Background: an optimization exercise with open tools, aiming at small area. Do not read the settings as production practice. The RTL was checked by simulation tests, not by an equivalence proof against the original design. Power is estimated from default activity; no workload was simulated.

==> flow/design.v <==
`default_nettype none
package stackPkg;
    localparam int DEFAULT_ADDR_WIDTH = 7;    
    localparam int DATA_WIDTH = 8;
    typedef logic [DATA_WIDTH-1:0] dataWord;
endpackage
`default_nettype wire
`default_nettype none
package commandPkg;
    typedef logic [3:0] buttonCode;
    typedef enum logic [2:0] {
        cmdNone,
        cmdPush,      
        cmdPop,       
        cmdAdd,       
        cmdSub,       
        cmdTop,       
        cmdIncAddr,   
        cmdDecAddr    
    } calcCommand;
    localparam buttonCode BTN_RELEASED = 4'b0000;   
    localparam buttonCode BTN_CLEAR    = 4'b1010;   
    localparam buttonCode BTN_PUSH     = 4'b0001;
    localparam buttonCode BTN_POP      = 4'b0010;
    localparam buttonCode BTN_ADD      = 4'b0101;
    localparam buttonCode BTN_SUB      = 4'b0110;
    localparam buttonCode BTN_TOP      = 4'b1001;
    localparam buttonCode BTN_DEC_ADDR = 4'b1110;
    localparam buttonCode BTN_INC_ADDR = 4'b1101;
    typedef enum logic [3:0] {
        stIdle,
        stPushWrite,       
        stReadFirst,       
        stCaptureFirst,    
        stClearFirst,      
        stReadSecond,      
        stCaptureSecond,   
        stWriteResult,     
        stPopWrite         
    } seqState;
endpackage
`default_nettype wire
`default_nettype none
module stackMemory
(
    input  wire logic         CLK,
    input  wire logic [7:0]   tapWe,      
    input  wire logic [7:0]   wrData,     
    output logic [7:0][7:0]   tapRd       
);
    logic [7:0][15:0][7:0] ring;
    logic [7:0][15:0][7:0] ringNext;
    always_comb
    begin
        for (int r = 0; r < 8; r++)
        begin
            tapRd[r]       = ring[r][15];
            ringNext[r][0] = tapWe[r] ? wrData : ring[r][15];
            for (int s = 1; s < 16; s++)
                ringNext[r][s] = ring[r][s - 1];
        end
    end
    always_ff @(posedge CLK)
    begin
        ring <= ringNext;
    end
endmodule
`default_nettype wire
`default_nettype none
import stackPkg::*;
import commandPkg::*;
module stackCalculator
(
    input  wire logic      CLK,
    input  wire logic      rst,
    input  commandPkg::buttonCode      buttons,
    input  stackPkg::dataWord        switches,
    output logic [7:0]     leds,
    output stackPkg::dataWord        displayValue
);
    localparam logic [1:0] K_PUSH = 2'd0;    
    localparam logic [1:0] K_SHOW = 2'd1;    
    localparam logic [1:0] K_ADD  = 2'd2;    
    localparam logic [1:0] K_SUB  = 2'd3;    
    logic [3:0] phase;         
    logic       armed;
    logic [6:0] top;           
    logic [6:0] da;
    stackPkg::dataWord dv;     
    logic       pendZ;         
    logic       pendD;         
    logic       sFirst;        
    logic [1:0] kind;
    logic isPush, isPop, isAdd, isSub, isTop, isInc, isDec, isClear, isCmd, fire;
    assign isPush  = (buttons == BTN_PUSH);
    assign isPop   = (buttons == BTN_POP);
    assign isAdd   = (buttons == BTN_ADD);
    assign isSub   = (buttons == BTN_SUB);
    assign isTop   = (buttons == BTN_TOP);
    assign isInc   = (buttons == BTN_INC_ADDR);
    assign isDec   = (buttons == BTN_DEC_ADDR);
    assign isClear = (buttons == BTN_CLEAR);
    assign isCmd   = isPush | isPop | isAdd | isSub | isTop | isInc | isDec;
    assign fire    = armed & isCmd;
    logic empty, canCombine;
    assign empty      = (top == 7'd0);
    assign canCombine = (top != 7'd0) && (top != 7'h7F);
    logic [6:0] topM1, topP1, daM1, daP1;
    assign topM1 = top - 7'd1;
    assign topP1 = top + 7'd1;
    assign daM1  = da - 7'd1;
    assign daP1  = da + 7'd1;
    logic [3:0] g, h;
    assign g = phase - top[3:0];
    assign h = phase - da[3:0];
    logic gM1, g0, gP1, hM1, h0, hP1;
    assign gM1 = (g == 4'hF);
    assign g0  = (g == 4'h0);
    assign gP1 = (g == 4'h1);
    assign hM1 = (h == 4'hF);
    assign h0  = (h == 4'h0);
    assign hP1 = (h == 4'h1);
    logic [2:0] tapF, tapE;
    assign tapF = gM1 ? topM1[6:4] : (gP1 ? topP1[6:4] : top[6:4]);
    assign tapE = hM1 ? daM1[6:4] : (hP1 ? daP1[6:4] : da[6:4]);
    logic       useE;
    logic [2:0] tap;
    logic [7:0][7:0] tapRd;
    stackPkg::dataWord rd;
    assign tap = useE ? tapE : tapF;
    assign rd  = tapRd[tap];
    logic isSubK;
    stackPkg::dataWord sum, result, capt;
    assign isSubK = (kind == K_SUB);
    assign sum    = rd + dv + {7'd0, isSubK && !sFirst};     
    assign result = (isSubK && sFirst) ? ~sum : sum;         
    logic [6:0] topN, daN;
    logic       pendZN, pendDN, sFirstN, armedN;
    logic [1:0] kindN;
    stackPkg::dataWord dvN;
    logic       we;
    stackPkg::dataWord wrData;
    always_comb
    begin
        topN    = top;
        daN     = da;
        pendZN  = pendZ;
        pendDN  = pendD;
        sFirstN = sFirst;
        kindN   = kind;
        dvN     = dv;
        armedN  = armed;
        we      = 1'b0;
        wrData  = '0;
        useE    = 1'b0;
        if (buttons == BTN_RELEASED)
            armedN = 1'b1;
        else if (isCmd)
            armedN = 1'b0;
        if (fire)
        begin
            pendZN  = 1'b0;
            pendDN  = 1'b0;
            sFirstN = 1'b0;
            useE    = isInc || isDec;
            if (isPush)
            begin
                topN   = topM1;
                daN    = topM1;
                dvN    = switches;
                kindN  = K_PUSH;
                we     = gM1;
                wrData = switches;
                pendDN = !gM1;
            end
            else if ((isPop && !empty) || ((isAdd || isSub) && canCombine))
            begin
                topN   = topP1;
                daN    = topP1;
                kindN  = isAdd ? K_ADD : (isSub ? K_SUB : K_SHOW);
                we     = g0;
                pendZN = !g0;
                pendDN = !gP1;
                if (g0 && !isPop)
                    dvN = isSub ? ~rd : rd;              
                if (gP1)
                begin
                    if (isPop)
                        dvN = rd;
                    else
                    begin
                        dvN     = isSub ? ~rd : rd;      
                        sFirstN = 1'b1;
                        pendDN  = 1'b1;
                    end
                end
            end
            else if (isTop)
            begin
                daN    = top;
                kindN  = K_SHOW;
                pendDN = !g0;
                if (g0)
                    dvN = rd;
            end
            else if (isInc || isDec)
            begin
                daN    = isInc ? daP1 : daM1;
                kindN  = K_SHOW;
                pendDN = !(isInc ? hP1 : hM1);
                if (isInc ? hP1 : hM1)
                    dvN = rd;
            end
        end
        else if (pendZ && gM1)
        begin
            we     = 1'b1;
            pendZN = 1'b0;
            if (kind[1])
                dvN = sFirst ? result : (isSubK ? ~rd : rd);
        end
        else if (pendD && h0)
        begin
            useE = 1'b1;
            case (kind)
                K_PUSH:
                begin
                    we     = 1'b1;
                    wrData = switches;
                    pendDN = 1'b0;
                end
                K_SHOW:
                begin
                    dvN    = rd;
                    pendDN = 1'b0;
                end
                default:
                begin
                    we     = 1'b1;
                    wrData = sFirst ? dv : result;
                    pendDN = 1'b0;
                    if (!sFirst)
                        dvN = result;
                end
            endcase
        end
        if (isClear)
        begin
            topN = '0;
            daN  = '0;
            dvN  = '0;
        end
        if (rst)
        begin
            armedN = 1'b1;
            topN   = '0;
            daN    = '0;
            dvN    = '0;
            pendZN = 1'b0;
            pendDN = 1'b0;
        end
    end
    logic [7:0] tapWe;
    always_comb
    begin
        tapWe = '0;
        tapWe[tap] = we;
    end
    stackMemory i_stackMemory (
        .CLK    (CLK),
        .tapWe  (tapWe),
        .wrData (wrData),
        .tapRd  (tapRd)
    );
    always_ff @(posedge CLK)
    begin
        phase  <= phase + 4'd1;
        armed  <= armedN;
        top    <= topN;
        da     <= daN;
        dv     <= dvN;
        pendZ  <= pendZN;
        pendD  <= pendDN;
        sFirst <= sFirstN;
        kind   <= kindN;
    end
    assign leds         = {empty, da};
    assign displayValue = dv;
endmodule
`default_nettype wire
==> flow/config.mk <==
export PLATFORM = sky130hd
export DESIGN_NAME = stackCalculator
export DESIGN_NICKNAME = stackCalculator
export VERILOG_FILES = /design/flow/design.v
export SDC_FILE = /design/flow/constraint.sdc
export NUM_CORES = 4
export LEC_CHECK = 0
export CAP_MARGIN = 20
export CORE_MARGIN = 2
export CORE_UTILIZATION = 40
export CTS_BUF_LIST = sky130_fd_sc_hd__clkbuf_8
export CTS_CLUSTER_DIAMETER = 50
export CTS_CLUSTER_SIZE = 18
export GPL_TIMING_DRIVEN = 0
export SLEW_MARGIN = 20
==> flow/constraint.sdc <==
create_clock -name core_clock -period 6.0 [get_ports {CLK}]
set_input_delay 1.2000 -clock core_clock [delete_from_list [all_inputs] [get_ports {CLK}]]
set_output_delay 1.2000 -clock core_clock [all_outputs]
set_load 0.01 [all_outputs]
run.sh (not shown) runs the stock make flow with config.mk's settings and CLKGATE_MAP_FILE= SYNTH_SCRIPT=/design/flow/synth_recipe.tcl, a recipe that flattens the netlist after the stock synthesis.
Then changed:
--- a/flow/config.mk
+++ b/flow/config.mk
@@ -14 +13,0 @@
-export GPL_TIMING_DRIVEN = 0
Outcome:
- synthesized area does not change
- core utilization is about the same
- power goes up by 0.40%
- setup slack improved by 110 ps
- wire length goes down by 0.98%

---

Setup of job 894:
Another version of the RTL of stackCalculator (not shown whole).
Size: roughly 1700 cells after synthesis, roughly 1100 flip-flops, about 30 I/O pins.
Settings: LEC_CHECK=0, CAP_MARGIN=20, CORE_MARGIN=2, CORE_UTILIZATION=60, PLACE_DENSITY=0.7, SLEW_MARGIN=20; clock period 6.0 ns.
standard.sh (not shown) runs the stock make flow with config.mk's settings and CLKGATE_MAP_FILE= SYNTH_SCRIPT=/design/flow/synth_recipe.tcl, a recipe that flattens the netlist after the stock synthesis.
==> flow/flow/run.sh <==
#!/bin/bash
# The standard layout (standard.sh, unchanged synthesis), with these changes:
# the port buffers are the smallest buffer cell, clock tree synthesis uses no
# dummy loads, and power recovery (downsizing of gates off the critical paths)
# runs after global routing.
set -euo pipefail
export BUFFER_PORTS_ARGS="-buffer_cell sky130_fd_sc_hd__buf_1"
export CTS_ARGS="-sink_clustering_enable -repair_clock_nets -dont_use_dummy_load -sink_clustering_size 12 -sink_clustering_max_diameter 40 -buf_list sky130_fd_sc_hd__clkbuf_4"
export RECOVER_POWER=100
export GPL_KEEP_OVERFLOW=0
export REMOVE_ABC_BUFFERS=1
bash standard.sh > standard.log 2>&1
Job 894: flow complete, layout not clean; failing: capacitance limit, slew limit
Input-level comparison between job 6107 and job 894:
==> flow/flow/run.sh <==
#!/bin/bash
# The standard layout (standard.sh, with its synthesis unchanged) plus a
# few settings, passed to ORFS through the environment:
#  - port buffers use the smallest buffer cell (every port still gets one);
#  - clock tree synthesis builds sink clusters of at most 12 flip-flops,
#    40 um across, driven by clkbuf_4, and adds no dummy loads;
#  - timing-driven global placement does not keep the buffers it tries out;
#  - power recovery (downsizing gates off the critical paths) runs after
#    global routing.
# All tool output goes to standard.log here and to ORFS's logs under orfs/.
set -euo pipefail
export BUFFER_PORTS_ARGS="-buffer_cell sky130_fd_sc_hd__buf_1"
export CTS_ARGS="-sink_clustering_enable -repair_clock_nets -dont_use_dummy_load -sink_clustering_size 12 -sink_clustering_max_diameter 40 -buf_list sky130_fd_sc_hd__clkbuf_4"
export GPL_KEEP_OVERFLOW=0
export RECOVER_POWER=100
bash standard.sh > standard.log 2>&1
--- outcome ---
Job 6107 finished every step from synthesis to the final layout, and the layout passed the timing, design-rule and antenna checks.
Although it ran to completion, job 894 produced a layout that fails the final checks because of capacitance limit, slew limit.
Register-to-register slack: job 6107 and job 894 compared, lower one is job 894
On proportion of power drawn by combinational gates, job 6107 and job 894 are basically level.
Delta(number of buffers other than clock buffers in the final layout, job 6107 - job 894) > 0
As far as utilization of the core after routing is concerned, job 6107 and job 894 perform about the same.
Input-level comparison between job 7219 and job 6107:
- CTS_BUF_LIST newly set to sky130_fd_sc_hd__clkbuf_8
- CTS_CLUSTER_DIAMETER newly set to 50
- CTS_CLUSTER_SIZE newly set to 18
- CORE_UTILIZATION changed from 60 to 40
- PLACE_DENSITY removed (was 0.7)
==> flow/flow/run.sh <==
#!/bin/bash
# The standard layout (standard.sh, unchanged synthesis), with these changes:
# the port buffers are the smallest buffer cell, clock tree synthesis uses no
# dummy loads, and power recovery (downsizing of gates off the critical paths)
# runs after global routing.
set -euo pipefail
export BUFFER_PORTS_ARGS="-buffer_cell sky130_fd_sc_hd__buf_1"
export CTS_ARGS="-sink_clustering_enable -repair_clock_nets -dont_use_dummy_load -sink_clustering_size 12 -sink_clustering_max_diameter 40 -buf_list sky130_fd_sc_hd__clkbuf_4"
export RECOVER_POWER=100
bash standard.sh > standard.log 2>&1
==> comparison <==
Across job 7219 and job 6107, none had a timing, DRC or antenna violation.
The non-clock buffer count in job 7219 sits 66% above the value recorded for job 6107.
Comparing job 6107 against job 7219, there is no change at all in number of nets with antenna violations after detailed routing.
Sort job 7219 and job 6107 by maximum frequency, ascending, and job 6107 comes first.
Modified inputs, job 9289 compared to job 7219
- setting PLACE_DENSITY to 0.7 for the first time
- removing CTS_CLUSTER_SIZE (formerly 18)
- changing CORE_UTILIZATION from 40 to 60
- removing CTS_BUF_LIST (formerly sky130_fd_sc_hd__clkbuf_8)
- removing CTS_CLUSTER_DIAMETER (formerly 50)
Results
Of job 9289 and job 7219, the run reporting the higher clock power was job 7219.
Total via count after detailed routing in job 9289 is 160 below job 7219.
Sort job 9289 and job 7219 by switching share of power asc -> top: job 9289
Higher post-layout minimum cycle time was reported by job 9289, not job 7219.
Re global routing met1 resource utilization: job 9289 is 8.4 points up on job 7219.
Looking at growth of design area from synthesis to finish, job 9289 sits 1.4 points below job 7219.
Job 9289 vs. job 7219: number of clock buffer instances in the layout -3.6%; floorplan die area -0.022 mm².
The share of final-layout standard cells stronger than drive strength 1 reported for job 9289 is greater than that of job 7219 by 0.47 points.
Final core area utilization | job 9289 above job 7219
The multi-input gate share of the layout cell area in job 9289 sits 0.35 points above the value recorded for job 7219.
## Diff of input files: job 1256 against job 9289
-- flow/flow/run.sh --
<<< job 9289, line 8
export CTS_ARGS="-sink_clustering_enable -repair_clock_nets -dont_use_dummy_load -sink_clustering_size 12 -sink_clustering_max_diameter 40 -buf_list sky130_fd_sc_hd__clkbuf_4"
export RECOVER_POWER=100
bash standard.sh > standard.log 2>&1
>>> job 1256, line 8
export CTS_ARGS="-sink_clustering_enable -repair_clock_nets -dont_use_dummy_load -sink_clustering_size 12 -sink_clustering_max_diameter 40 -buf_list sky130_fd_sc_hd__clkbuf_4"
export RECOVER_POWER=100
export GPL_KEEP_OVERFLOW=0
bash standard.sh > standard.log 2>&1
==> comparison <==
All of job 9289 and job 1256 finish clean. Job 1256 against job 9289: share of post-route cells with drive strength above 1 decreased 0.69 points; number of vias after detailed routing increased 0.34%. Changes observed in job 1256 relative to job 9289: internal power lower; wire length rose 3.9%. Portion of total power attributed to combinational logic essentially unchanged between job 9289 and job 1256. When job 1256 is measured against job 9289, its met3 routing resource usage after global routing turns out 0.43 points higher. Compared with job 9289, in job 1256 final instance count without filler cells decreased 36, post-route standard cell area excluding fillers -120 µm². Startpoint of the most critical setup path = phase[0]: job 9289; startpoint of the most critical setup path = buttons[1]: job 1256.
Input-level comparison between job 4173 and job 1256:
- CTS_CLUSTER_SIZE now 18, previously not set
- PLACE_DENSITY no longer set, was 0.7
- CTS_CLUSTER_DIAMETER now 50, previously not set
- CORE_UTILIZATION now 40, was 60
- CTS_BUF_LIST now sky130_fd_sc_hd__clkbuf_8, previously not set
==> flow/flow/run.sh <==
#!/bin/bash
# The standard layout (standard.sh, unchanged synthesis), with these changes:
# the port buffers are the smallest buffer cell, clock tree synthesis uses no
# dummy loads, and power recovery (downsizing of gates off the critical paths)
# runs after global routing.
set -euo pipefail
export BUFFER_PORTS_ARGS="-buffer_cell sky130_fd_sc_hd__buf_1"
export CTS_ARGS="-sink_clustering_enable -repair_clock_nets -dont_use_dummy_load -sink_clustering_size 10 -sink_clustering_max_diameter 35 -buf_list sky130_fd_sc_hd__clkbuf_4"
export RECOVER_POWER=100
bash standard.sh > standard.log 2>&1
==> comparison <==
Final cell area: job 4173 above job 1256
From job 1256 to job 4173, number of failing setup endpoints in the final timing report did not move at all.
Comparing job 4173 and job 1256, the lower post-route clock period utilization was measured on job 4173.
Per the comparison of job 4173 with job 1256, area growth from synthesis to layout rose by 2.9 points, total of clock buffers placed in the layout rose by 37%.
No stage failed in job 4173, and the final checks on the layout all came back clean.

[what the ideal ports hide]
How much do the figures lean on ideal ports? The routed layouts below were timed once more, with nothing changed but the port constraints. Step 1, drivers: a clkbuf_16 drives CLK and a buf_2 each remaining input, both assumed. Step 2, shift: input delay + t, output delay - t, t = (earliest + latest rising clock arrival at the registers) / 2. This alone moves slack from input paths to output paths. Slacks: ideal / step 1 / step 2; pairs: ideal / step 1.
run	t, ns	setup slack, ns	cell pins on the clock port's net
the first run of note 1	0.718	0.255 / 0.255 / -0.367	1
the second run of note 1	0.722	0.362 / 0.362 / -0.028	1
job 894	0.873	0.340 / 0.340 / -0.477	1
job 6107	0.858	0.348 / 0.355 / -0.490	1
job 7219	0.885	0.399 / 0.399 / -0.181	1
job 9289	0.858	0.339 / 0.339 / -0.108	1
job 1256	0.858	0.348 / 0.355 / -0.490	1
job 4173	0.954	0.366 / 0.366 / -0.202	1
